Context: an optimization exercise on an open-source flow, tuned for small area and a short achievable clock period. The choices shown serve that exercise and are no tape-out recipe.
The RTL of this run was laid out without a check of its function.
Power and IR drop assume default switching activity.

File: flow/constraint.sdc
create_clock -name core_clock -period 6.0 [get_ports {clk}]
set_input_delay 1.2000 -clock core_clock [delete_from_list [all_inputs] [get_ports {clk}]]
set_output_delay 1.2000 -clock core_clock [all_outputs]
set_load 0.01 [all_outputs]
File: flow/config.mk
export PLATFORM = sky130hd
export DESIGN_NAME = fp16_mac
export DESIGN_NICKNAME = fp16_mac
export VERILOG_FILES = /design/flow/design.v
export SDC_FILE = /design/flow/constraint.sdc
export NUM_CORES = 4
export LEC_CHECK = 0
export CAP_MARGIN = 20
export CORE_MARGIN = 2
export CORE_UTILIZATION = 40
export CTS_CLUSTER_DIAMETER = 70
export CTS_CLUSTER_SIZE = 40
export SETUP_SLACK_MARGIN = 2.8
export SLEW_MARGIN = 20
File: flow/design.v
`timescale 1ns/1ps
module fp16_pipe #(
    parameter int W  = 1,
    parameter bit EN = 1'b1
) (
    input  logic         clk,
    input  logic [W-1:0] d,
    output logic [W-1:0] q
);
    if (EN) begin : g_reg
        always_ff @(posedge clk) q <= d;
    end else begin : g_wire
        assign q = d;
    end
endmodule
module fp16_vpipe #(
    parameter bit EN = 1'b1
) (
    input  logic clk,
    input  logic rst,
    input  logic d,
    output logic q
);
    if (EN) begin : g_reg
        always_ff @(posedge clk)
            if (rst) q <= 1'b0;
            else     q <= d;
    end else begin : g_wire
        assign q = d & ~rst;
    end
endmodule
module fp16_unpack (
    input  logic [15:0] w_i,
    output logic [10:0] sig_o,
    output logic [4:0]  exp_o
);
    logic n;
    always_comb begin
        n     = w_i[14:10] != 5'd0;
        sig_o = {n, w_i[9:0]};
        exp_o = n ? w_i[14:10] : {4'd0, w_i[9:0] != 10'd0};
    end
endmodule
`timescale 1ns/1ps
module fp16_mul_a (
    input  logic [10:0] a_i,
    input  logic [10:0] b_i,
    output logic [57:0] cs_o
);
    logic pp0_0;
    assign pp0_0 = a_i[0] & b_i[0];
    logic pp0_1;
    assign pp0_1 = a_i[0] & b_i[1];
    logic pp0_2;
    assign pp0_2 = a_i[0] & b_i[2];
    logic pp0_3;
    assign pp0_3 = a_i[0] & b_i[3];
    logic pp0_4;
    assign pp0_4 = a_i[0] & b_i[4];
    logic pp0_5;
    assign pp0_5 = a_i[0] & b_i[5];
    logic pp0_6;
    assign pp0_6 = a_i[0] & b_i[6];
    logic pp0_7;
    assign pp0_7 = a_i[0] & b_i[7];
    logic pp0_8;
    assign pp0_8 = a_i[0] & b_i[8];
    logic pp0_9;
    assign pp0_9 = a_i[0] & b_i[9];
    logic pp0_10;
    assign pp0_10 = a_i[0] & b_i[10];
    logic pp1_0;
    assign pp1_0 = a_i[1] & b_i[0];
    logic pp1_1;
    assign pp1_1 = a_i[1] & b_i[1];
    logic pp1_2;
    assign pp1_2 = a_i[1] & b_i[2];
    logic pp1_3;
    assign pp1_3 = a_i[1] & b_i[3];
    logic pp1_4;
    assign pp1_4 = a_i[1] & b_i[4];
    logic pp1_5;
    assign pp1_5 = a_i[1] & b_i[5];
    logic pp1_6;
    assign pp1_6 = a_i[1] & b_i[6];
    logic pp1_7;
    assign pp1_7 = a_i[1] & b_i[7];
    logic pp1_8;
    assign pp1_8 = a_i[1] & b_i[8];
    logic pp1_9;
    assign pp1_9 = a_i[1] & b_i[9];
    logic pp1_10;
    assign pp1_10 = a_i[1] & b_i[10];
    logic pp2_0;
    assign pp2_0 = a_i[2] & b_i[0];
    logic pp2_1;
    assign pp2_1 = a_i[2] & b_i[1];
    logic pp2_2;
    assign pp2_2 = a_i[2] & b_i[2];
    logic pp2_3;
    assign pp2_3 = a_i[2] & b_i[3];
    logic pp2_4;
    assign pp2_4 = a_i[2] & b_i[4];
    logic pp2_5;
    assign pp2_5 = a_i[2] & b_i[5];
    logic pp2_6;
    assign pp2_6 = a_i[2] & b_i[6];
    logic pp2_7;
    assign pp2_7 = a_i[2] & b_i[7];
    logic pp2_8;
    assign pp2_8 = a_i[2] & b_i[8];
    logic pp2_9;
    assign pp2_9 = a_i[2] & b_i[9];
    logic pp2_10;
    assign pp2_10 = a_i[2] & b_i[10];
    logic pp3_0;
    assign pp3_0 = a_i[3] & b_i[0];
    logic pp3_1;
    assign pp3_1 = a_i[3] & b_i[1];
    logic pp3_2;
    assign pp3_2 = a_i[3] & b_i[2];
    logic pp3_3;
    assign pp3_3 = a_i[3] & b_i[3];
    logic pp3_4;
    assign pp3_4 = a_i[3] & b_i[4];
    logic pp3_5;
    assign pp3_5 = a_i[3] & b_i[5];
    logic pp3_6;
    assign pp3_6 = a_i[3] & b_i[6];
    logic pp3_7;
    assign pp3_7 = a_i[3] & b_i[7];
    logic pp3_8;
    assign pp3_8 = a_i[3] & b_i[8];
    logic pp3_9;
    assign pp3_9 = a_i[3] & b_i[9];
    logic pp3_10;
    assign pp3_10 = a_i[3] & b_i[10];
    logic pp4_0;
    assign pp4_0 = a_i[4] & b_i[0];
    logic pp4_1;
    assign pp4_1 = a_i[4] & b_i[1];
    logic pp4_2;
    assign pp4_2 = a_i[4] & b_i[2];
    logic pp4_3;
    assign pp4_3 = a_i[4] & b_i[3];
    logic pp4_4;
    assign pp4_4 = a_i[4] & b_i[4];
    logic pp4_5;
    assign pp4_5 = a_i[4] & b_i[5];
    logic pp4_6;
    assign pp4_6 = a_i[4] & b_i[6];
    logic pp4_7;
    assign pp4_7 = a_i[4] & b_i[7];
    logic pp4_8;
    assign pp4_8 = a_i[4] & b_i[8];
    logic pp4_9;
    assign pp4_9 = a_i[4] & b_i[9];
    logic pp4_10;
    assign pp4_10 = a_i[4] & b_i[10];
    logic pp5_0;
    assign pp5_0 = a_i[5] & b_i[0];
    logic pp5_1;
    assign pp5_1 = a_i[5] & b_i[1];
    logic pp5_2;
    assign pp5_2 = a_i[5] & b_i[2];
    logic pp5_3;
    assign pp5_3 = a_i[5] & b_i[3];
    logic pp5_4;
    assign pp5_4 = a_i[5] & b_i[4];
    logic pp5_5;
    assign pp5_5 = a_i[5] & b_i[5];
    logic pp5_6;
    assign pp5_6 = a_i[5] & b_i[6];
    logic pp5_7;
    assign pp5_7 = a_i[5] & b_i[7];
    logic pp5_8;
    assign pp5_8 = a_i[5] & b_i[8];
    logic pp5_9;
    assign pp5_9 = a_i[5] & b_i[9];
    logic pp5_10;
    assign pp5_10 = a_i[5] & b_i[10];
    logic pp6_0;
    assign pp6_0 = a_i[6] & b_i[0];
    logic pp6_1;
    assign pp6_1 = a_i[6] & b_i[1];
    logic pp6_2;
    assign pp6_2 = a_i[6] & b_i[2];
    logic pp6_3;
    assign pp6_3 = a_i[6] & b_i[3];
    logic pp6_4;
    assign pp6_4 = a_i[6] & b_i[4];
    logic pp6_5;
    assign pp6_5 = a_i[6] & b_i[5];
    logic pp6_6;
    assign pp6_6 = a_i[6] & b_i[6];
    logic pp6_7;
    assign pp6_7 = a_i[6] & b_i[7];
    logic pp6_8;
    assign pp6_8 = a_i[6] & b_i[8];
    logic pp6_9;
    assign pp6_9 = a_i[6] & b_i[9];
    logic pp6_10;
    assign pp6_10 = a_i[6] & b_i[10];
    logic pp7_0;
    assign pp7_0 = a_i[7] & b_i[0];
    logic pp7_1;
    assign pp7_1 = a_i[7] & b_i[1];
    logic pp7_2;
    assign pp7_2 = a_i[7] & b_i[2];
    logic pp7_3;
    assign pp7_3 = a_i[7] & b_i[3];
    logic pp7_4;
    assign pp7_4 = a_i[7] & b_i[4];
    logic pp7_5;
    assign pp7_5 = a_i[7] & b_i[5];
    logic pp7_6;
    assign pp7_6 = a_i[7] & b_i[6];
    logic pp7_7;
    assign pp7_7 = a_i[7] & b_i[7];
    logic pp7_8;
    assign pp7_8 = a_i[7] & b_i[8];
    logic pp7_9;
    assign pp7_9 = a_i[7] & b_i[9];
    logic pp7_10;
    assign pp7_10 = a_i[7] & b_i[10];
    logic pp8_0;
    assign pp8_0 = a_i[8] & b_i[0];
    logic pp8_1;
    assign pp8_1 = a_i[8] & b_i[1];
    logic pp8_2;
    assign pp8_2 = a_i[8] & b_i[2];
    logic pp8_3;
    assign pp8_3 = a_i[8] & b_i[3];
    logic pp8_4;
    assign pp8_4 = a_i[8] & b_i[4];
    logic pp8_5;
    assign pp8_5 = a_i[8] & b_i[5];
    logic pp8_6;
    assign pp8_6 = a_i[8] & b_i[6];
    logic pp8_7;
    assign pp8_7 = a_i[8] & b_i[7];
    logic pp8_8;
    assign pp8_8 = a_i[8] & b_i[8];
    logic pp8_9;
    assign pp8_9 = a_i[8] & b_i[9];
    logic pp8_10;
    assign pp8_10 = a_i[8] & b_i[10];
    logic pp9_0;
    assign pp9_0 = a_i[9] & b_i[0];
    logic pp9_1;
    assign pp9_1 = a_i[9] & b_i[1];
    logic pp9_2;
    assign pp9_2 = a_i[9] & b_i[2];
    logic pp9_3;
    assign pp9_3 = a_i[9] & b_i[3];
    logic pp9_4;
    assign pp9_4 = a_i[9] & b_i[4];
    logic pp9_5;
    assign pp9_5 = a_i[9] & b_i[5];
    logic pp9_6;
    assign pp9_6 = a_i[9] & b_i[6];
    logic pp9_7;
    assign pp9_7 = a_i[9] & b_i[7];
    logic pp9_8;
    assign pp9_8 = a_i[9] & b_i[8];
    logic pp9_9;
    assign pp9_9 = a_i[9] & b_i[9];
    logic pp9_10;
    assign pp9_10 = a_i[9] & b_i[10];
    logic pp10_0;
    assign pp10_0 = a_i[10] & b_i[0];
    logic pp10_1;
    assign pp10_1 = a_i[10] & b_i[1];
    logic pp10_2;
    assign pp10_2 = a_i[10] & b_i[2];
    logic pp10_3;
    assign pp10_3 = a_i[10] & b_i[3];
    logic pp10_4;
    assign pp10_4 = a_i[10] & b_i[4];
    logic pp10_5;
    assign pp10_5 = a_i[10] & b_i[5];
    logic pp10_6;
    assign pp10_6 = a_i[10] & b_i[6];
    logic pp10_7;
    assign pp10_7 = a_i[10] & b_i[7];
    logic pp10_8;
    assign pp10_8 = a_i[10] & b_i[8];
    logic pp10_9;
    assign pp10_9 = a_i[10] & b_i[9];
    logic pp10_10;
    assign pp10_10 = a_i[10] & b_i[10];
    logic w1;
    logic w2;
    logic w3;
    logic w4;
    logic w5;
    logic w6;
    logic w7;
    logic w8;
    logic w9;
    logic w10;
    logic w11;
    logic w12;
    assign w1 = pp0_9 ^ pp1_8;
    assign w2 = pp0_9 & pp1_8;
    assign w3 = pp1_9 ^ pp2_8 ^ pp3_7;
    assign w4 = (pp1_9 & pp2_8) | (pp1_9 & pp3_7) | (pp2_8 & pp3_7);
    assign w5 = pp4_6 ^ pp5_5;
    assign w6 = pp4_6 & pp5_5;
    assign w7 = pp2_9 ^ pp3_8 ^ pp4_7;
    assign w8 = (pp2_9 & pp3_8) | (pp2_9 & pp4_7) | (pp3_8 & pp4_7);
    assign w9 = pp5_6 ^ pp6_5;
    assign w10 = pp5_6 & pp6_5;
    assign w11 = pp3_9 ^ pp4_8 ^ pp5_7;
    assign w12 = (pp3_9 & pp4_8) | (pp3_9 & pp5_7) | (pp4_8 & pp5_7);
    logic w13;
    logic w14;
    logic w15;
    logic w16;
    logic w17;
    logic w18;
    logic w19;
    logic w20;
    logic w21;
    logic w22;
    logic w23;
    logic w24;
    logic w25;
    logic w26;
    logic w27;
    logic w28;
    logic w29;
    logic w30;
    logic w31;
    logic w32;
    logic w33;
    logic w34;
    logic w35;
    logic w36;
    logic w37;
    logic w38;
    logic w39;
    logic w40;
    logic w41;
    logic w42;
    logic w43;
    logic w44;
    logic w45;
    logic w46;
    logic w47;
    logic w48;
    logic w49;
    logic w50;
    logic w51;
    logic w52;
    logic w53;
    logic w54;
    logic w55;
    logic w56;
    logic w57;
    logic w58;
    logic w59;
    logic w60;
    assign w13 = pp0_6 ^ pp1_5;
    assign w14 = pp0_6 & pp1_5;
    assign w15 = pp0_7 ^ pp1_6 ^ pp2_5;
    assign w16 = (pp0_7 & pp1_6) | (pp0_7 & pp2_5) | (pp1_6 & pp2_5);
    assign w17 = pp3_4 ^ pp4_3;
    assign w18 = pp3_4 & pp4_3;
    assign w19 = pp0_8 ^ pp1_7 ^ pp2_6;
    assign w20 = (pp0_8 & pp1_7) | (pp0_8 & pp2_6) | (pp1_7 & pp2_6);
    assign w21 = pp3_5 ^ pp4_4 ^ pp5_3;
    assign w22 = (pp3_5 & pp4_4) | (pp3_5 & pp5_3) | (pp4_4 & pp5_3);
    assign w23 = pp6_2 ^ pp7_1;
    assign w24 = pp6_2 & pp7_1;
    assign w25 = pp2_7 ^ pp3_6 ^ pp4_5;
    assign w26 = (pp2_7 & pp3_6) | (pp2_7 & pp4_5) | (pp3_6 & pp4_5);
    assign w27 = pp5_4 ^ pp6_3 ^ pp7_2;
    assign w28 = (pp5_4 & pp6_3) | (pp5_4 & pp7_2) | (pp6_3 & pp7_2);
    assign w29 = pp8_1 ^ pp9_0 ^ w1;
    assign w30 = (pp8_1 & pp9_0) | (pp8_1 & w1) | (pp9_0 & w1);
    assign w31 = pp6_4 ^ pp7_3 ^ pp8_2;
    assign w32 = (pp6_4 & pp7_3) | (pp6_4 & pp8_2) | (pp7_3 & pp8_2);
    assign w33 = pp9_1 ^ pp0_10 ^ pp10_0;
    assign w34 = (pp9_1 & pp0_10) | (pp9_1 & pp10_0) | (pp0_10 & pp10_0);
    assign w35 = w3 ^ w5 ^ w2;
    assign w36 = (w3 & w5) | (w3 & w2) | (w5 & w2);
    assign w37 = pp7_4 ^ pp8_3 ^ pp9_2;
    assign w38 = (pp7_4 & pp8_3) | (pp7_4 & pp9_2) | (pp8_3 & pp9_2);
    assign w39 = pp1_10 ^ pp10_1 ^ w7;
    assign w40 = (pp1_10 & pp10_1) | (pp1_10 & w7) | (pp10_1 & w7);
    assign w41 = w9 ^ w4 ^ w6;
    assign w42 = (w9 & w4) | (w9 & w6) | (w4 & w6);
    assign w43 = pp6_6 ^ pp7_5 ^ pp8_4;
    assign w44 = (pp6_6 & pp7_5) | (pp6_6 & pp8_4) | (pp7_5 & pp8_4);
    assign w45 = pp9_3 ^ pp2_10 ^ pp10_2;
    assign w46 = (pp9_3 & pp2_10) | (pp9_3 & pp10_2) | (pp2_10 & pp10_2);
    assign w47 = w11 ^ w8 ^ w10;
    assign w48 = (w11 & w8) | (w11 & w10) | (w8 & w10);
    assign w49 = pp4_9 ^ pp5_8 ^ pp6_7;
    assign w50 = (pp4_9 & pp5_8) | (pp4_9 & pp6_7) | (pp5_8 & pp6_7);
    assign w51 = pp7_6 ^ pp8_5 ^ pp9_4;
    assign w52 = (pp7_6 & pp8_5) | (pp7_6 & pp9_4) | (pp8_5 & pp9_4);
    assign w53 = pp3_10 ^ pp10_3 ^ w12;
    assign w54 = (pp3_10 & pp10_3) | (pp3_10 & w12) | (pp10_3 & w12);
    assign w55 = pp5_9 ^ pp6_8 ^ pp7_7;
    assign w56 = (pp5_9 & pp6_8) | (pp5_9 & pp7_7) | (pp6_8 & pp7_7);
    assign w57 = pp8_6 ^ pp9_5 ^ pp4_10;
    assign w58 = (pp8_6 & pp9_5) | (pp8_6 & pp4_10) | (pp9_5 & pp4_10);
    assign w59 = pp6_9 ^ pp7_8 ^ pp8_7;
    assign w60 = (pp6_9 & pp7_8) | (pp6_9 & pp8_7) | (pp7_8 & pp8_7);
    logic w61;
    logic w62;
    logic w63;
    logic w64;
    logic w65;
    logic w66;
    logic w67;
    logic w68;
    logic w69;
    logic w70;
    logic w71;
    logic w72;
    logic w73;
    logic w74;
    logic w75;
    logic w76;
    logic w77;
    logic w78;
    logic w79;
    logic w80;
    logic w81;
    logic w82;
    logic w83;
    logic w84;
    logic w85;
    logic w86;
    logic w87;
    logic w88;
    logic w89;
    logic w90;
    logic w91;
    logic w92;
    logic w93;
    logic w94;
    logic w95;
    logic w96;
    logic w97;
    logic w98;
    logic w99;
    logic w100;
    logic w101;
    logic w102;
    logic w103;
    logic w104;
    logic w105;
    logic w106;
    logic w107;
    logic w108;
    logic w109;
    logic w110;
    logic w111;
    logic w112;
    assign w61 = pp0_4 ^ pp1_3;
    assign w62 = pp0_4 & pp1_3;
    assign w63 = pp0_5 ^ pp1_4 ^ pp2_3;
    assign w64 = (pp0_5 & pp1_4) | (pp0_5 & pp2_3) | (pp1_4 & pp2_3);
    assign w65 = pp3_2 ^ pp4_1;
    assign w66 = pp3_2 & pp4_1;
    assign w67 = pp2_4 ^ pp3_3 ^ pp4_2;
    assign w68 = (pp2_4 & pp3_3) | (pp2_4 & pp4_2) | (pp3_3 & pp4_2);
    assign w69 = pp5_1 ^ pp6_0 ^ w13;
    assign w70 = (pp5_1 & pp6_0) | (pp5_1 & w13) | (pp6_0 & w13);
    assign w71 = pp5_2 ^ pp6_1 ^ pp7_0;
    assign w72 = (pp5_2 & pp6_1) | (pp5_2 & pp7_0) | (pp6_1 & pp7_0);
    assign w73 = w15 ^ w17 ^ w14;
    assign w74 = (w15 & w17) | (w15 & w14) | (w17 & w14);
    assign w75 = pp8_0 ^ w19 ^ w21;
    assign w76 = (pp8_0 & w19) | (pp8_0 & w21) | (w19 & w21);
    assign w77 = w23 ^ w16 ^ w18;
    assign w78 = (w23 & w16) | (w23 & w18) | (w16 & w18);
    assign w79 = w25 ^ w27 ^ w29;
    assign w80 = (w25 & w27) | (w25 & w29) | (w27 & w29);
    assign w81 = w20 ^ w22 ^ w24;
    assign w82 = (w20 & w22) | (w20 & w24) | (w22 & w24);
    assign w83 = w31 ^ w33 ^ w35;
    assign w84 = (w31 & w33) | (w31 & w35) | (w33 & w35);
    assign w85 = w26 ^ w28 ^ w30;
    assign w86 = (w26 & w28) | (w26 & w30) | (w28 & w30);
    assign w87 = w37 ^ w39 ^ w41;
    assign w88 = (w37 & w39) | (w37 & w41) | (w39 & w41);
    assign w89 = w32 ^ w34 ^ w36;
    assign w90 = (w32 & w34) | (w32 & w36) | (w34 & w36);
    assign w91 = w43 ^ w45 ^ w47;
    assign w92 = (w43 & w45) | (w43 & w47) | (w45 & w47);
    assign w93 = w38 ^ w40 ^ w42;
    assign w94 = (w38 & w40) | (w38 & w42) | (w40 & w42);
    assign w95 = w49 ^ w51 ^ w53;
    assign w96 = (w49 & w51) | (w49 & w53) | (w51 & w53);
    assign w97 = w44 ^ w46 ^ w48;
    assign w98 = (w44 & w46) | (w44 & w48) | (w46 & w48);
    assign w99 = pp10_4 ^ w55 ^ w57;
    assign w100 = (pp10_4 & w55) | (pp10_4 & w57) | (w55 & w57);
    assign w101 = w50 ^ w52 ^ w54;
    assign w102 = (w50 & w52) | (w50 & w54) | (w52 & w54);
    assign w103 = pp9_6 ^ pp5_10 ^ pp10_5;
    assign w104 = (pp9_6 & pp5_10) | (pp9_6 & pp10_5) | (pp5_10 & pp10_5);
    assign w105 = w59 ^ w56 ^ w58;
    assign w106 = (w59 & w56) | (w59 & w58) | (w56 & w58);
    assign w107 = pp7_9 ^ pp8_8 ^ pp9_7;
    assign w108 = (pp7_9 & pp8_8) | (pp7_9 & pp9_7) | (pp8_8 & pp9_7);
    assign w109 = pp6_10 ^ pp10_6 ^ w60;
    assign w110 = (pp6_10 & pp10_6) | (pp6_10 & w60) | (pp10_6 & w60);
    assign w111 = pp8_9 ^ pp9_8 ^ pp7_10;
    assign w112 = (pp8_9 & pp9_8) | (pp8_9 & pp7_10) | (pp9_8 & pp7_10);
    logic w113;
    logic w114;
    logic w115;
    logic w116;
    logic w117;
    logic w118;
    logic w119;
    logic w120;
    logic w121;
    logic w122;
    logic w123;
    logic w124;
    logic w125;
    logic w126;
    logic w127;
    logic w128;
    logic w129;
    logic w130;
    logic w131;
    logic w132;
    logic w133;
    logic w134;
    logic w135;
    logic w136;
    logic w137;
    logic w138;
    logic w139;
    logic w140;
    logic w141;
    logic w142;
    logic w143;
    logic w144;
    assign w113 = pp0_3 ^ pp1_2;
    assign w114 = pp0_3 & pp1_2;
    assign w115 = pp2_2 ^ pp3_1 ^ pp4_0;
    assign w116 = (pp2_2 & pp3_1) | (pp2_2 & pp4_0) | (pp3_1 & pp4_0);
    assign w117 = pp5_0 ^ w63 ^ w65;
    assign w118 = (pp5_0 & w63) | (pp5_0 & w65) | (w63 & w65);
    assign w119 = w67 ^ w69 ^ w64;
    assign w120 = (w67 & w69) | (w67 & w64) | (w69 & w64);
    assign w121 = w71 ^ w73 ^ w68;
    assign w122 = (w71 & w73) | (w71 & w68) | (w73 & w68);
    assign w123 = w75 ^ w77 ^ w72;
    assign w124 = (w75 & w77) | (w75 & w72) | (w77 & w72);
    assign w125 = w79 ^ w81 ^ w76;
    assign w126 = (w79 & w81) | (w79 & w76) | (w81 & w76);
    assign w127 = w83 ^ w85 ^ w80;
    assign w128 = (w83 & w85) | (w83 & w80) | (w85 & w80);
    assign w129 = w87 ^ w89 ^ w84;
    assign w130 = (w87 & w89) | (w87 & w84) | (w89 & w84);
    assign w131 = w91 ^ w93 ^ w88;
    assign w132 = (w91 & w93) | (w91 & w88) | (w93 & w88);
    assign w133 = w95 ^ w97 ^ w92;
    assign w134 = (w95 & w97) | (w95 & w92) | (w97 & w92);
    assign w135 = w99 ^ w101 ^ w96;
    assign w136 = (w99 & w101) | (w99 & w96) | (w101 & w96);
    assign w137 = w103 ^ w105 ^ w100;
    assign w138 = (w103 & w105) | (w103 & w100) | (w105 & w100);
    assign w139 = w107 ^ w109 ^ w104;
    assign w140 = (w107 & w109) | (w107 & w104) | (w109 & w104);
    assign w141 = pp10_7 ^ w111 ^ w108;
    assign w142 = (pp10_7 & w111) | (pp10_7 & w108) | (w111 & w108);
    assign w143 = pp9_9 ^ pp8_10 ^ pp10_8;
    assign w144 = (pp9_9 & pp8_10) | (pp9_9 & pp10_8) | (pp8_10 & pp10_8);
    assign cs_o = {pp10_10, w144, pp10_9, pp9_10, w143, w142, w112, w141, w140, w110, w139, w138, w106, w137, w136, w102, w135, w134, w98, w133, w132, w94, w131, w130, w90, w129, w128, w86, w127, w126, w82, w125, w124, w78, w123, w122, w74, w121, w120, w70, w119, w118, w66, w117, w116, w62, w115, w114, w61, w113, pp3_0, pp2_1, pp2_0, pp1_1, pp0_2, pp1_0, pp0_1, pp0_0};
endmodule
module fp16_mul_b (
    input  logic [57:0] cs_i,
    output logic [21:0] row0_o,
    output logic [21:0] row1_o
);
    logic pp0_0;
    assign pp0_0 = cs_i[0];
    logic pp0_1;
    assign pp0_1 = cs_i[1];
    logic pp1_0;
    assign pp1_0 = cs_i[2];
    logic pp0_2;
    assign pp0_2 = cs_i[3];
    logic pp1_1;
    assign pp1_1 = cs_i[4];
    logic pp2_0;
    assign pp2_0 = cs_i[5];
    logic pp2_1;
    assign pp2_1 = cs_i[6];
    logic pp3_0;
    assign pp3_0 = cs_i[7];
    logic w113;
    assign w113 = cs_i[8];
    logic w61;
    assign w61 = cs_i[9];
    logic w114;
    assign w114 = cs_i[10];
    logic w115;
    assign w115 = cs_i[11];
    logic w62;
    assign w62 = cs_i[12];
    logic w116;
    assign w116 = cs_i[13];
    logic w117;
    assign w117 = cs_i[14];
    logic w66;
    assign w66 = cs_i[15];
    logic w118;
    assign w118 = cs_i[16];
    logic w119;
    assign w119 = cs_i[17];
    logic w70;
    assign w70 = cs_i[18];
    logic w120;
    assign w120 = cs_i[19];
    logic w121;
    assign w121 = cs_i[20];
    logic w74;
    assign w74 = cs_i[21];
    logic w122;
    assign w122 = cs_i[22];
    logic w123;
    assign w123 = cs_i[23];
    logic w78;
    assign w78 = cs_i[24];
    logic w124;
    assign w124 = cs_i[25];
    logic w125;
    assign w125 = cs_i[26];
    logic w82;
    assign w82 = cs_i[27];
    logic w126;
    assign w126 = cs_i[28];
    logic w127;
    assign w127 = cs_i[29];
    logic w86;
    assign w86 = cs_i[30];
    logic w128;
    assign w128 = cs_i[31];
    logic w129;
    assign w129 = cs_i[32];
    logic w90;
    assign w90 = cs_i[33];
    logic w130;
    assign w130 = cs_i[34];
    logic w131;
    assign w131 = cs_i[35];
    logic w94;
    assign w94 = cs_i[36];
    logic w132;
    assign w132 = cs_i[37];
    logic w133;
    assign w133 = cs_i[38];
    logic w98;
    assign w98 = cs_i[39];
    logic w134;
    assign w134 = cs_i[40];
    logic w135;
    assign w135 = cs_i[41];
    logic w102;
    assign w102 = cs_i[42];
    logic w136;
    assign w136 = cs_i[43];
    logic w137;
    assign w137 = cs_i[44];
    logic w106;
    assign w106 = cs_i[45];
    logic w138;
    assign w138 = cs_i[46];
    logic w139;
    assign w139 = cs_i[47];
    logic w110;
    assign w110 = cs_i[48];
    logic w140;
    assign w140 = cs_i[49];
    logic w141;
    assign w141 = cs_i[50];
    logic w112;
    assign w112 = cs_i[51];
    logic w142;
    assign w142 = cs_i[52];
    logic w143;
    assign w143 = cs_i[53];
    logic pp9_10;
    assign pp9_10 = cs_i[54];
    logic pp10_9;
    assign pp10_9 = cs_i[55];
    logic w144;
    assign w144 = cs_i[56];
    logic pp10_10;
    assign pp10_10 = cs_i[57];
    logic w145;
    logic w146;
    logic w147;
    logic w148;
    logic w149;
    logic w150;
    logic w151;
    logic w152;
    logic w153;
    logic w154;
    logic w155;
    logic w156;
    logic w157;
    logic w158;
    logic w159;
    logic w160;
    logic w161;
    logic w162;
    logic w163;
    logic w164;
    logic w165;
    logic w166;
    logic w167;
    logic w168;
    logic w169;
    logic w170;
    logic w171;
    logic w172;
    logic w173;
    logic w174;
    logic w175;
    logic w176;
    logic w177;
    logic w178;
    logic w179;
    logic w180;
    assign w145 = pp0_2 ^ pp1_1;
    assign w146 = pp0_2 & pp1_1;
    assign w147 = pp2_1 ^ pp3_0 ^ w113;
    assign w148 = (pp2_1 & pp3_0) | (pp2_1 & w113) | (pp3_0 & w113);
    assign w149 = w61 ^ w115 ^ w114;
    assign w150 = (w61 & w115) | (w61 & w114) | (w115 & w114);
    assign w151 = w62 ^ w117 ^ w116;
    assign w152 = (w62 & w117) | (w62 & w116) | (w117 & w116);
    assign w153 = w66 ^ w119 ^ w118;
    assign w154 = (w66 & w119) | (w66 & w118) | (w119 & w118);
    assign w155 = w70 ^ w121 ^ w120;
    assign w156 = (w70 & w121) | (w70 & w120) | (w121 & w120);
    assign w157 = w74 ^ w123 ^ w122;
    assign w158 = (w74 & w123) | (w74 & w122) | (w123 & w122);
    assign w159 = w78 ^ w125 ^ w124;
    assign w160 = (w78 & w125) | (w78 & w124) | (w125 & w124);
    assign w161 = w82 ^ w127 ^ w126;
    assign w162 = (w82 & w127) | (w82 & w126) | (w127 & w126);
    assign w163 = w86 ^ w129 ^ w128;
    assign w164 = (w86 & w129) | (w86 & w128) | (w129 & w128);
    assign w165 = w90 ^ w131 ^ w130;
    assign w166 = (w90 & w131) | (w90 & w130) | (w131 & w130);
    assign w167 = w94 ^ w133 ^ w132;
    assign w168 = (w94 & w133) | (w94 & w132) | (w133 & w132);
    assign w169 = w98 ^ w135 ^ w134;
    assign w170 = (w98 & w135) | (w98 & w134) | (w135 & w134);
    assign w171 = w102 ^ w137 ^ w136;
    assign w172 = (w102 & w137) | (w102 & w136) | (w137 & w136);
    assign w173 = w106 ^ w139 ^ w138;
    assign w174 = (w106 & w139) | (w106 & w138) | (w139 & w138);
    assign w175 = w110 ^ w141 ^ w140;
    assign w176 = (w110 & w141) | (w110 & w140) | (w141 & w140);
    assign w177 = w112 ^ w143 ^ w142;
    assign w178 = (w112 & w143) | (w112 & w142) | (w143 & w142);
    assign w179 = pp9_10 ^ pp10_9 ^ w144;
    assign w180 = (pp9_10 & pp10_9) | (pp9_10 & w144) | (pp10_9 & w144);
    assign row0_o = {1'b0, pp10_10, w179, w177, w175, w173, w171, w169, w167, w165, w163, w161, w159, w157, w155, w153, w151, w149, w147, pp2_0, pp0_1, pp0_0};
    assign row1_o = {1'b0, w180, w178, w176, w174, w172, w170, w168, w166, w164, w162, w160, w158, w156, w154, w152, w150, w148, w146, w145, pp1_0, 1'b0};
endmodule
module fp16_mul_cpa (
    input  logic [21:0] row0_i,
    input  logic [21:0] row1_i,
    output logic [21:0] prod_o
);
    assign prod_o = row0_i + row1_i;
endmodule
`timescale 1ns/1ps
module fp16_expo1 (
    input  logic [4:0]  k_exp_i,
    input  logic [4:0]  x_exp_i,
    output logic [5:0]  es_o         
);
    assign es_o = {1'b0, k_exp_i} + {1'b0, x_exp_i};
endmodule
module fp16_expo2 (
    input  logic [15:0] b_i,
    input  logic [5:0] es_i,
    input  logic       p_sign_i,
    output logic [10:0] b_sig_o,
    output logic       p_wins_o,
    output logic [4:0] shift_o,      
    output logic       drop_o,       
    output logic       edge_o,       
    output logic [5:0] exp_o,        
    output logic       sign_o,
    output logic       sub_o
);
    logic [5:0] t, pe;
    logic [6:0] d, nd;      
    logic       b_n, b_sign_i;
    logic [4:0] b_exp_i;
    always_comb begin
        b_n      = b_i[14:10] != 5'd0;
        b_exp_i  = b_n ? b_i[14:10] : 5'd1;
        b_sig_o  = {b_n, b_i[9:0]};
        b_sign_i = b_i[15];
        t        = {1'b0, b_i[14:10]} + 6'd15;
        d        = b_n ? {1'b0, es_i} - {1'b0, t} : {1'b0, es_i} - 7'd16;
        nd       = b_n ? {1'b0, t} - {1'b0, es_i} : 7'd16 - {1'b0, es_i};
        pe       = es_i - 6'd15;           
        p_wins_o = nd[6];
        if (p_wins_o) begin
            shift_o = d[4:0];
            drop_o  = d[5:0] > 6'd21;
            edge_o  = d[5:0] == 6'd21;    
            exp_o   = pe;
            sign_o  = p_sign_i;
        end else begin
            shift_o = nd[4:0];
            drop_o  = nd[5:0] > 6'd22;
            edge_o  = nd[5:0] == 6'd22;   
            exp_o   = {1'b0, b_exp_i};
            sign_o  = b_sign_i;
        end
        sub_o = p_sign_i ^ b_sign_i;
    end
endmodule
module fp16_align (
    input  logic [21:0] prod_i,
    input  logic [10:0] b_sig_i,
    input  logic        p_wins_i,
    input  logic [4:0]  shift_i,
    input  logic        drop_i,
    input  logic        edge_i,
    input  logic        sub_i,
    output logic [21:0] hi_o,
    output logic [32:0] lo_o
);
    logic        p_top, drop;
    logic [21:0] p, bb, lo_in;
    logic [32:0] lo;
    always_comb begin
        p_top = prod_i[21];
        p     = {prod_i[21:1], prod_i[0] & ~p_top};
        bb    = {1'b0, b_sig_i, 10'd0};
        drop  = drop_i | (edge_i & (p_top ~^ p_wins_i));
        hi_o  = p_wins_i ? p : bb;
        lo_in = p_wins_i ? bb : p;
        lo    = drop ? 33'd0 : {lo_in, 11'd0} >> shift_i;
        lo_o  = sub_i ? ~lo : lo;
    end
endmodule
module fp16_cadd #(
    parameter int W = 34
) (
    input  logic [W-1:0] a_i,
    input  logic [W-1:0] b_i,
    output logic [W:0]   s0_o,      
    output logic [W:0]   s1_o       
);
    localparam int L = $clog2(W);
    logic [W-1:0] g [L+1];
    logic [W-1:0] p [L+1];
    logic [W-1:0] hp;
    assign g[0]  = a_i & b_i;
    assign p[0]  = a_i | b_i;
    assign hp    = a_i ^ b_i;
    for (genvar l = 0; l < L; l++) begin : g_lvl
        for (genvar i = 0; i < W; i++) begin : g_bit
            if ((i >> l) & 1) begin : g_op
                localparam int J = ((i >> l) << l) - 1;
                assign g[l+1][i] = g[l][i] | (p[l][i] & g[l][J]);
                assign p[l+1][i] = p[l][i] & p[l][J];
            end else begin : g_pass
                assign g[l+1][i] = g[l][i];
                assign p[l+1][i] = p[l][i];
            end
        end
    end
    logic [W:0] c0, c1;
    assign c0 = {g[L], 1'b0};
    assign c1 = {g[L] | p[L], 1'b1};
    assign s0_o = {c0[W], hp ^ c0[W-1:0]};
    assign s1_o = {c1[W], hp ^ c1[W-1:0]};
endmodule
module fp16_add (
    input  logic [21:0] hi_i,
    input  logic [32:0] lo_i,
    input  logic        sub_i,
    output logic [33:0] mag_o,
    output logic        neg_o
);
    logic [34:0] t0, t1;
    fp16_cadd #(34) cadd_i (
        .a_i({1'b0, hi_i, 11'd0}), .b_i({sub_i, lo_i}), .s0_o(t0), .s1_o(t1)
    );
    always_comb begin
        neg_o = sub_i & ~t0[34];
        if (!sub_i)
            mag_o = t0[33:0];
        else if (t0[34])
            mag_o = t1[33:0];
        else
            mag_o = ~t0[33:0];
    end
endmodule
`timescale 1ns/1ps
module fp16_lzc (
    input  logic [33:0] v_i,
    output logic [5:0]  n_o
);
    logic [63:0] z [7];
    logic [5:0]  c [7][64];
    always_comb begin
        for (int i = 0; i < 64; i++) begin
            z[0][i] = (i < 34) ? ~v_i[33 - i] : 1'b1;
            c[0][i] = '0;
        end
        for (int l = 1; l <= 6; l++) begin
            for (int i = 0; i < 64; i++) begin
                z[l][i] = 1'b0;
                c[l][i] = '0;
            end
            for (int i = 0; i < (64 >> l); i++) begin
                z[l][i] = z[l-1][2*i] & z[l-1][2*i+1];
                if (z[l-1][2*i])
                    c[l][i] = c[l-1][2*i+1] | 6'(1 << (l - 1));
                else
                    c[l][i] = c[l-1][2*i];
            end
        end
        n_o = c[6][0];
    end
endmodule
module fp16_mark (
    input  logic [5:0] exp_i,
    output logic [3:0] hi_o,
    output logic [2:0] lo_o
);
    logic [5:0] j;
    always_comb begin
        j    = 6'd32 - exp_i;
        hi_o = (exp_i <= 6'd32) ? 4'(4'd1 << j[4:3]) : 4'd0;
        lo_o = j[2:0];
    end
endmodule
module fp16_normalize (
    input  logic [33:0] mag_i,
    input  logic [3:0]  mark_hi_i,
    input  logic [2:0]  mark_lo_i,
    input  logic [5:0]  e2_i,       
    output logic [14:0] top_o,      
    output logic [1:0]  fine_o,     
    output logic [5:0]  exp_o       
);
    logic [33:0] m, n;
    logic [5:0]  shift;
    fp16_lzc lzc_i (.v_i(m), .n_o(shift));
    always_comb begin
        for (int i = 0; i < 34; i++)
            m[i] = mag_i[i] | (i < 32 && mark_hi_i[i / 8] && mark_lo_i == 3'(i % 8));
        n      = mag_i << {shift[5:2], 2'b00};
        top_o  = n[33:19];
        fine_o = shift[1:0];
        exp_o  = e2_i - shift;
    end
endmodule
module fp16_fine (
    input  logic [14:0] top_i,
    input  logic [1:0]  shift_i,
    output logic [10:0] sig_o,
    output logic        rnd_o
);
    logic [14:0] n;
    always_comb begin
        n     = top_i << shift_i;
        sig_o = n[14:4];
        rnd_o = n[3];
    end
endmodule
module fp16_round (
    input  logic        sign_i,
    input  logic [10:0] sig_i,
    input  logic        rnd_i,
    input  logic [5:0]  exp_i,      
    output logic [15:0] result_o
);
    logic        inc;
    logic [5:0]  e0, e1, e;
    logic [9:0]  frac;
    logic        sat, zero;
    always_comb begin
        inc  = rnd_i & (&sig_i[9:0]);           
        e0   = exp_i;
        e1   = exp_i + 6'd1;
        e    = sig_i[10] ? (inc ? e1 : e0) : {5'd0, inc};
        frac = sig_i[9:0] + 10'(rnd_i);
        sat  = e > 6'd30;
        zero = ~sig_i[10] & (sig_i[9:0] == 10'd0) & ~rnd_i;
        if (sat)
            result_o = {sign_i, 15'h7BFF};
        else if (zero)
            result_o = 16'd0;
        else
            result_o = {sign_i, e[4:0], frac};
    end
endmodule
`timescale 1ns/1ps
module fp16_mac (
    input  logic                        clk,
    input  logic                        rst,
    input  logic                        in_valid_i,
    input  logic [2-1:0]           tag_i,
    input  logic [16-1:0]          k_i,
    input  logic [16-1:0]          x_i,
    input  logic [16-1:0]          b_i,
    output logic                        out_valid_o,
    output logic [2-1:0]           tag_o,
    output logic [16-1:0]          result_o
);
    localparam int CSW = 58;       
    logic [10:0] u_k_sig, u_x_sig;
    logic [4:0]  u_k_exp, u_x_exp;
    logic [CSW-1:0] m_cs, c1_cs;
    logic [15:0] c1_b;
    logic [5:0]  e_es, c1_es;
    logic        c1_p_sign;
    logic [1:0]  c1_tag;
    logic        c1_valid;
    fp16_unpack unpack_k (.w_i(k_i), .sig_o(u_k_sig), .exp_o(u_k_exp));
    fp16_unpack unpack_x (.w_i(x_i), .sig_o(u_x_sig), .exp_o(u_x_exp));
    fp16_mul_a mul_a_i (.a_i(u_k_sig), .b_i(u_x_sig), .cs_o(m_cs));
    fp16_expo1 expo1_i (.k_exp_i(u_k_exp), .x_exp_i(u_x_exp), .es_o(e_es));
    fp16_vpipe #(1'b1) c1_v (.clk, .rst, .d(in_valid_i), .q(c1_valid));
    fp16_pipe #(CSW + 25, 1'b1) c1 (.clk,
        .d({m_cs, b_i, e_es, k_i[15] ^ x_i[15], tag_i}),
        .q({c1_cs, c1_b, c1_es, c1_p_sign, c1_tag}));
    logic [21:0] m_row0, m_row1, m_prod, c2_prod;
    logic        x_p_wins, x_drop, x_edge, x_sign, x_sub;
    logic [4:0]  x_shift;
    logic [5:0]  x_exp;
    logic [10:0] x_b_sig, c2_b_sig;
    logic        c2_p_wins, c2_drop, c2_edge, c2_sign, c2_sub;
    logic [4:0]  c2_shift;
    logic [5:0]  c2_exp;
    logic [1:0]  c2_tag;
    logic        c2_valid;
    fp16_mul_b mul_b_i (.cs_i(c1_cs), .row0_o(m_row0), .row1_o(m_row1));
    fp16_mul_cpa mul_cpa_i (.row0_i(m_row0), .row1_i(m_row1), .prod_o(m_prod));
    fp16_expo2 expo2_i (
        .b_i(c1_b), .es_i(c1_es), .p_sign_i(c1_p_sign), .b_sig_o(x_b_sig),
        .p_wins_o(x_p_wins), .shift_o(x_shift), .drop_o(x_drop), .edge_o(x_edge),
        .exp_o(x_exp), .sign_o(x_sign), .sub_o(x_sub)
    );
    fp16_vpipe #(1'b1) c2_v (.clk, .rst, .d(c1_valid), .q(c2_valid));
    fp16_pipe #(51, 1'b1) c2 (.clk,
        .d({m_prod, x_b_sig, x_p_wins, x_shift, x_drop, x_edge, x_exp, x_sign, x_sub, c1_tag}),
        .q({c2_prod, c2_b_sig, c2_p_wins, c2_shift, c2_drop, c2_edge, c2_exp, c2_sign, c2_sub, c2_tag}));
    logic [21:0] a_hi, c3_hi;
    logic [32:0] a_lo, c3_lo;
    logic [5:0]  c3_exp;
    logic        c3_sign, c3_sub;
    logic [1:0]  c3_tag;
    logic        c3_valid;
    fp16_align align_i (
        .prod_i(c2_prod), .b_sig_i(c2_b_sig), .p_wins_i(c2_p_wins), .shift_i(c2_shift),
        .drop_i(c2_drop), .edge_i(c2_edge), .sub_i(c2_sub), .hi_o(a_hi), .lo_o(a_lo)
    );
    fp16_vpipe #(1'b1) c3_v (.clk, .rst, .d(c2_valid), .q(c3_valid));
    fp16_pipe #(65, 1'b1) c3 (.clk,
        .d({a_hi, a_lo, c2_exp, c2_sign, c2_sub, c2_tag}),
        .q({c3_hi, c3_lo, c3_exp, c3_sign, c3_sub, c3_tag}));
    logic [33:0] d_mag, c4_mag;
    logic        d_neg;
    logic [5:0]  c4_e2;
    logic [3:0]  k_mark_hi, c4_mark_hi;
    logic [2:0]  k_mark_lo, c4_mark_lo;
    logic        c4_sign;
    logic [1:0]  c4_tag;
    logic        c4_valid;
    fp16_add add_i (.hi_i(c3_hi), .lo_i(c3_lo), .sub_i(c3_sub), .mag_o(d_mag), .neg_o(d_neg));
    fp16_vpipe #(1'b1) c4_v (.clk, .rst, .d(c3_valid), .q(c4_valid));
    fp16_mark mark_i (.exp_i(c3_exp), .hi_o(k_mark_hi), .lo_o(k_mark_lo));
    fp16_pipe #(50, 1'b1) c4 (.clk,
        .d({d_mag, c3_exp + 6'd2, k_mark_hi, k_mark_lo, c3_sign ^ d_neg, c3_tag}),
        .q({c4_mag, c4_e2, c4_mark_hi, c4_mark_lo, c4_sign, c4_tag}));
    logic [14:0] n_top, c5_top;
    logic        c5_sign;
    logic [1:0]  n_fine, c5_fine;
    logic [5:0]  n_exp, c5_exp;
    logic [1:0]  c5_tag;
    logic        c5_valid;
    fp16_normalize normalize_i (.mag_i(c4_mag), .mark_hi_i(c4_mark_hi), .mark_lo_i(c4_mark_lo), .e2_i(c4_e2),
        .top_o(n_top), .fine_o(n_fine), .exp_o(n_exp));
    fp16_vpipe #(1'b1) c5_v (.clk, .rst, .d(c4_valid), .q(c5_valid));
    fp16_pipe #(26, 1'b1) c5 (.clk,
        .d({n_top, n_fine, n_exp, c4_sign, c4_tag}),
        .q({c5_top, c5_fine, c5_exp, c5_sign, c5_tag}));
    logic [15:0] r_result;
    logic [10:0] f_sig;
    logic        f_rnd;
    fp16_fine fine_i (.top_i(c5_top), .shift_i(c5_fine), .sig_o(f_sig), .rnd_o(f_rnd));
    fp16_round round_i (.sign_i(c5_sign), .sig_i(f_sig), .rnd_i(f_rnd), .exp_i(c5_exp), .result_o(r_result));
    always_ff @(posedge clk) begin
        if (rst) begin
            out_valid_o <= 1'b0;
            tag_o       <= '0;
            result_o    <= '0;
        end else begin
            out_valid_o <= c5_valid;
            if (c5_valid) begin
                tag_o    <= c5_tag;
                result_o <= r_result;
            end
        end
    end
endmodule
File: flow/run.sh
#!/bin/bash
# synth_recipe.tcl (not shown) runs the flow's synth.tcl, then flattens the netlist and writes it again
# the make line also repeats each setting of config.mk as NAME=value (left out here)
make -C /OpenROAD-flow-scripts/flow DESIGN_CONFIG=/design/flow/config.mk WORK_HOME=/design/flow/orfs CLKGATE_MAP_FILE= SYNTH_SCRIPT=/design/flow/synth_recipe.tcl finish
==> flow_results.org <==
** STA
- Number of hold violations in the final report :: 0
- Max_slew headroom :: 32.2%
- Tcrit/Tclk final :: 56.1%
- Counting I/O delays and the setup requirement, the final critical path takes 3370 ps.
- Transition time of the tightest slew-check pin :: 1010 ps
- Summed over all failing endpoints, the final setup total negative slack is 0 ps.
- Slew Limit Fails :: 0
- Setup repair after global routing missed its margin :: yes
- The worst path meets setup with 2630 ps of slack.
- Static timing analysis puts the maximum clock frequency at 297 MHz.
- Setup violations remaining at the end of the flow were counted as 0.
- Setup clock skew after layout :: 25.5 ps

** Finish
- The filler cells instantiated in the layout total 4,119.
- Final standard cell count with taps included and fillers excluded :: 2,535
- Fraction of layout cells with a size suffix above 1 :: 13.3%
- In the final design database the tool counted 2,182 nets.
- The repair_antennas step left the layout with diodes totalling 0.
- Syn-to-layout area delta :: 14.9%

** Floorplan
- Measured along the y axis, the die boundary spans 214 um.
- After floorplanning, the core was divided into 76 placement rows.
- The initial utilization of the core area, before any placement, comes to 40.6%.
- Area of the core :: 43,300 sq um
- Die ar. :: 45,600 sq um
- Die X :: 214 um
- # IOs :: 72

** Setup path
- Critical path buffers and inverters :: 2
- Req. time, crit path :: 6470 ps
- Crit Path Category :: reg -> reg
- Worst setup SP type :: register
- The largest individual stage delay along the critical path comes from the cell sky130_fd_sc_hd__or4b_4.
- Maximum fanout count along the critical path :: 8
- Among cell families on the critical path, the largest total delay comes from compound AO/OA/AOI/OAI gates.
- The critical path goes through buf_4 > a311oi_2 > or4b_4 > a311oi_2 > o21ai_1 > a22oi_1 > o21ai_1 > o31ai_2 > ha_2 > inv_2 > a21o_1 > a21o_1 > maj3_2 > a21oi_2 > xnor2_1.
- WP data arrival :: 3830 ps
- Biggest cell delay along the critical path :: 530 ps
- Crit path capture type :: register

** Drt
- Total iterations of the first detailed-routing run :: 7
- For this block, the initial DRC count from the detailed router was 624.
- Dividing the detail-routed via count by the number of cells gives 5.14.
- The count of nets left with antenna violations once routing finished came out at 0.
- The final route contains 13,000 vias.
- After detailed routing, the average wire length per cell comes to 16.2 um.
- Total Wirelength :: 41,200 um
- For this run, design rule violations remaining after detail routing come to 0.

** Placed design
- In this run, placement finished with an instance count of 2,449.
- Count of port buffers added during placement :: 71
- Gp weighted congestion :: 0.909
- Worst setup slack before clock tree synthesis :: 1720 ps
- Once detailed placement completed, the half-perimeter wirelength came to 31,700 um.

** Logic synthesis
- Synthesis produced a netlist whose cell count is 1,877.
- The mapped netlist covers 17,600 sq um.
- Yosys mapped the design onto 87 distinct sky130hd cell types.
- Summing the areas of all compound-gate instances in the mapped netlist gives 12.9% of the synthesized area.
- Combinational family with the most area after synthesis :: adder cells
- Xor/xnor share of the synthesized area :: 6.23%
- Synthesis inferred 298 register bits.
- Syn avg cell area :: 9.36 sq um
- Net count after synthesis :: 2,125
- The synthesized design spends more area on one cell type than any other, namely sky130_fd_sc_hd__dfxtp_1.
- For this run, asynchronously set or reset flops after synthesis account for 0%.
- Summed over its instances, the top area cell type makes up 33.9% of the synthesized netlist area.
- Post-Synth Simple-Gate Area :: 15.5%
- For this run, the number of Yosys warnings is 23.
- The synthesized design contains 0 enable-type register cells.
- The portion of synthesized area spent on multiplexers is 7.85%.
- Sorting the synthesized cells by area gives the leading types as sky130_fd_sc_hd__dfxtp_1 34%, sky130_fd_sc_hd__fa_1 10%, sky130_fd_sc_hd__ha_1 7.6%.
- Post-synth top flop :: sky130_fd_sc_hd__dfxtp_1
- For this run, the register share of the synthesized area comes to 33.9%.
- Share of synthesized cell area in full adder, half adder and majority cells :: 17.8%

** Clock tree
- In this run the number of H-tree levels came out at 1.
- Hold repair after CTS inserted 0 buffers.
- Clock latency reported for the late side of the worst-skew pair :: 550 ps
- Inserted Clock Buffers :: 23
- TritonCTS sink count :: 298
- TritonCTS clock tree :: done
- The longest clock path from root to sink contains 3 buffers.
- CTS root buffer :: sky130_fd_sc_hd__clkbuf_16
- After clock tree synthesis, the clock-pin slew on the worst setup and hold paths is 80 ps.

** Global routing
- Vias in the first global route :: 13,100
- Summed over all layers, the global routing overflow is 0.
- Total GRT Usage :: 18.2%
- The number of antenna violations at the first check in global routing was 0.
- The first global-routing pass estimated 66,900 um of wire.
- Maximum number of pins on one net before global-route repair :: 41

** Status
- Run status :: complete, no violations

** Worst hold path
- In this run the worst hold path is classified as reg -> reg.

** Power and ir drop
- Summed over all cells, the static leakage comes to 0.00860 uW.
- Peak supply drop :: 211 uV
- Dividing total power by cell area gives a power density of 517 nW/um^2.
- The completed layout was analyzed and its total power is 10,400 uW.

** Job
- Max-cap violations in this run came to 0.
==> logic make-up (layout without fill, tap and decap cells) <==
| group | after synthesis | in the layout |
|---|---|---|
| AOI/OAI and AO/OA | 345 | 346 |
| xor gates and xnor gates | 125 | 125 |
| adders and majority gates | 198 | 198 |
| buffers and inverters | 252 | 323 |
| DFF | 298 | 298 |
| muxes | 102 | 102 |
| and+or+nand+nor | 557 | 558 |
==> routing by layer <==
| layer | vias up | GRT usage [%] | part of all wire (%) |
|---|---|---|---|
| li1 | 6469 | - | - |
| met4 | 0 | 6.20 | 3.4 |
| met1 | 6226 | 21.9 | 43 |
| met2 | 261 | 33.2 | 50 |
| met5 | - | 0 | 0 |
| met3 | 77 | 2.30 | 3.8 |
==> per-stage QoR <==
step / hold WS (ps) / util (%) / instance area [sq um]
6_report: 329 / 46.7 / 20200
5_1_grt: 339 / 46.7 / 20200
4_1_cts: 331 / 46.2 / 20000
3_5_place_dp: 312 / 43.3 / 18800
3_3_place_gp: 311 / 43.3 / 18800
2_1_floorplan: 310 / - / 17800
==> Yosys cell counts (7+ instances only) <==
| library cell | number |
|---|---|
| sky130_fd_sc_hd__a21oi_1 | 102 |
| sky130_fd_sc_hd__nand3_1 | 37 |
| sky130_fd_sc_hd__and2_1 | 89 |
| sky130_fd_sc_hd__a211oi_1 | 13 |
| sky130_fd_sc_hd__or3_1 | 7 |
| sky130_fd_sc_hd__nand2_1 | 171 |
| sky130_fd_sc_hd__o22ai_1 | 18 |
| sky130_fd_sc_hd__a31oi_1 | 16 |
| sky130_fd_sc_hd__o21a_1 | 10 |
| sky130_fd_sc_hd__o31ai_1 | 8 |
| sky130_fd_sc_hd__nand2b_1 | 17 |
| sky130_fd_sc_hd__nor2_1 | 136 |
| sky130_fd_sc_hd__clkbuf_1 | 65 |
| sky130_fd_sc_hd__inv_1 | 159 |
| sky130_fd_sc_hd__dfxtp_1 | 298 |
| sky130_fd_sc_hd__nor3b_1 | 7 |
| sky130_fd_sc_hd__nor2b_1 | 19 |
| sky130_fd_sc_hd__mux2_2 | 25 |
| sky130_fd_sc_hd__nor4_1 | 13 |
| sky130_fd_sc_hd__fa_1 | 88 |
| sky130_fd_sc_hd__buf_2 | 11 |
| sky130_fd_sc_hd__mux2i_1 | 52 |
| sky130_fd_sc_hd__nor3_1 | 25 |
| sky130_fd_sc_hd__o21bai_1 | 8 |
| sky130_fd_sc_hd__xnor2_1 | 74 |
| sky130_fd_sc_hd__xor2_1 | 51 |
| sky130_fd_sc_hd__o21ai_0 | 71 |
| sky130_fd_sc_hd__a211oi_2 | 8 |
| sky130_fd_sc_hd__mux4_2 | 17 |
| sky130_fd_sc_hd__ha_1 | 107 |
| sky130_fd_sc_hd__buf_1 | 9 |
| sky130_fd_sc_hd__a21o_1 | 21 |
==> state kept, by name (all words and copies together) (netlist names), 2 cells and up <==
register / flops
c2.q: 51
tag_o: 2
result_o: 16
c1.q: 83
c3.q: 65
c4.q: 49
c5.q: 26
==> cells in the final DEF (no fill, tap or decap), drive strengths merged, types with 21 or more instances in the layout <==
cell,instances
fa,88
nor2,136
and2,90
nor3,27
dfxtp,298
buf,61
clkdlybuf4s50,44
clkbuf,25
nand3,38
inv,167
o21ai,74
mux2,26
mux2i,52
nand2,174
a21oi,102
xor2,51
a21o,21
mux4,24
xnor2,74
ha,107
a211oi,21
==> path summary, 6_finish.rpt <==
path | depth (start not counted) | startpoint | slack (ps) | end
setup reg to reg | 15 | c4.q[5] | 2630 | c5.q[8]
setup / recovery | 15 | c4.q[5] | 2630 | c5.q[8]
hold reg to reg | 0 | c4.q[1] | 330 | c5.q[1]
hold / removal | 0 | c4.q[1] | 330 | c5.q[1]
==> where the power goes <==
part | switching (uW) | total [uW] | internal [uW]
clock | 830 | 1660 | 826
sequential | 726 | 3420 | 2700
combinational | 2870 | 5360 | 2490
==> layout make-up <==
| cell class | count | area [sq um] | share of cell area (%) |
|---|---|---|---|
| multi-input cells | 1329 | 10900 | 54.2 |
| well taps | 585 | 732 | 3.62 |
| repair buffers | 121 | 1080 | 5.36 |
| clock inverters | 17 | 249 | 1.23 |
| flip-flops and latches | 298 | 5990 | 29.7 |
| clock buffers | 24 | 589 | 2.92 |
| inverters | 161 | 613 | 3.04 |
==> repair_timing <==
item,CTS,global route
setup buffers,27,16
cloned,2,0
pin swaps,19,20
resized for setup,105,55
endpoints found under the setup margin,106,81

## port drivers added, routing unchanged
How much do the figures lean on ideal ports? The routed layout below was timed once more, with nothing changed but the port constraints. Step 1: set_driving_cell puts a clkbuf_16 on clk and a buf_2 on each other input, an assumption about the parent block. Step 2 times the ports against the registers' clock, not the clock port: input delays grow and output delays shrink by t, the midpoint of the rising clock arrivals with the driver on. Slacks: ideal ports / drivers / drivers and shift; pairs: ideal ports / drivers.
t, ns: 0.592
setup slack, ns: 2.634 / 2.634 / 2.286
hold slack, ns: 0.329 / 0.329 / 0.329
latest minus earliest clock arrival (ns): 0.028 / 0.028
worst slew at a driven data input, ns: 0.05
After both steps this run still meets setup and hold. For this run, drivers alone change the setup slack by 0.000 ns; drivers and shift together by -0.348 ns.
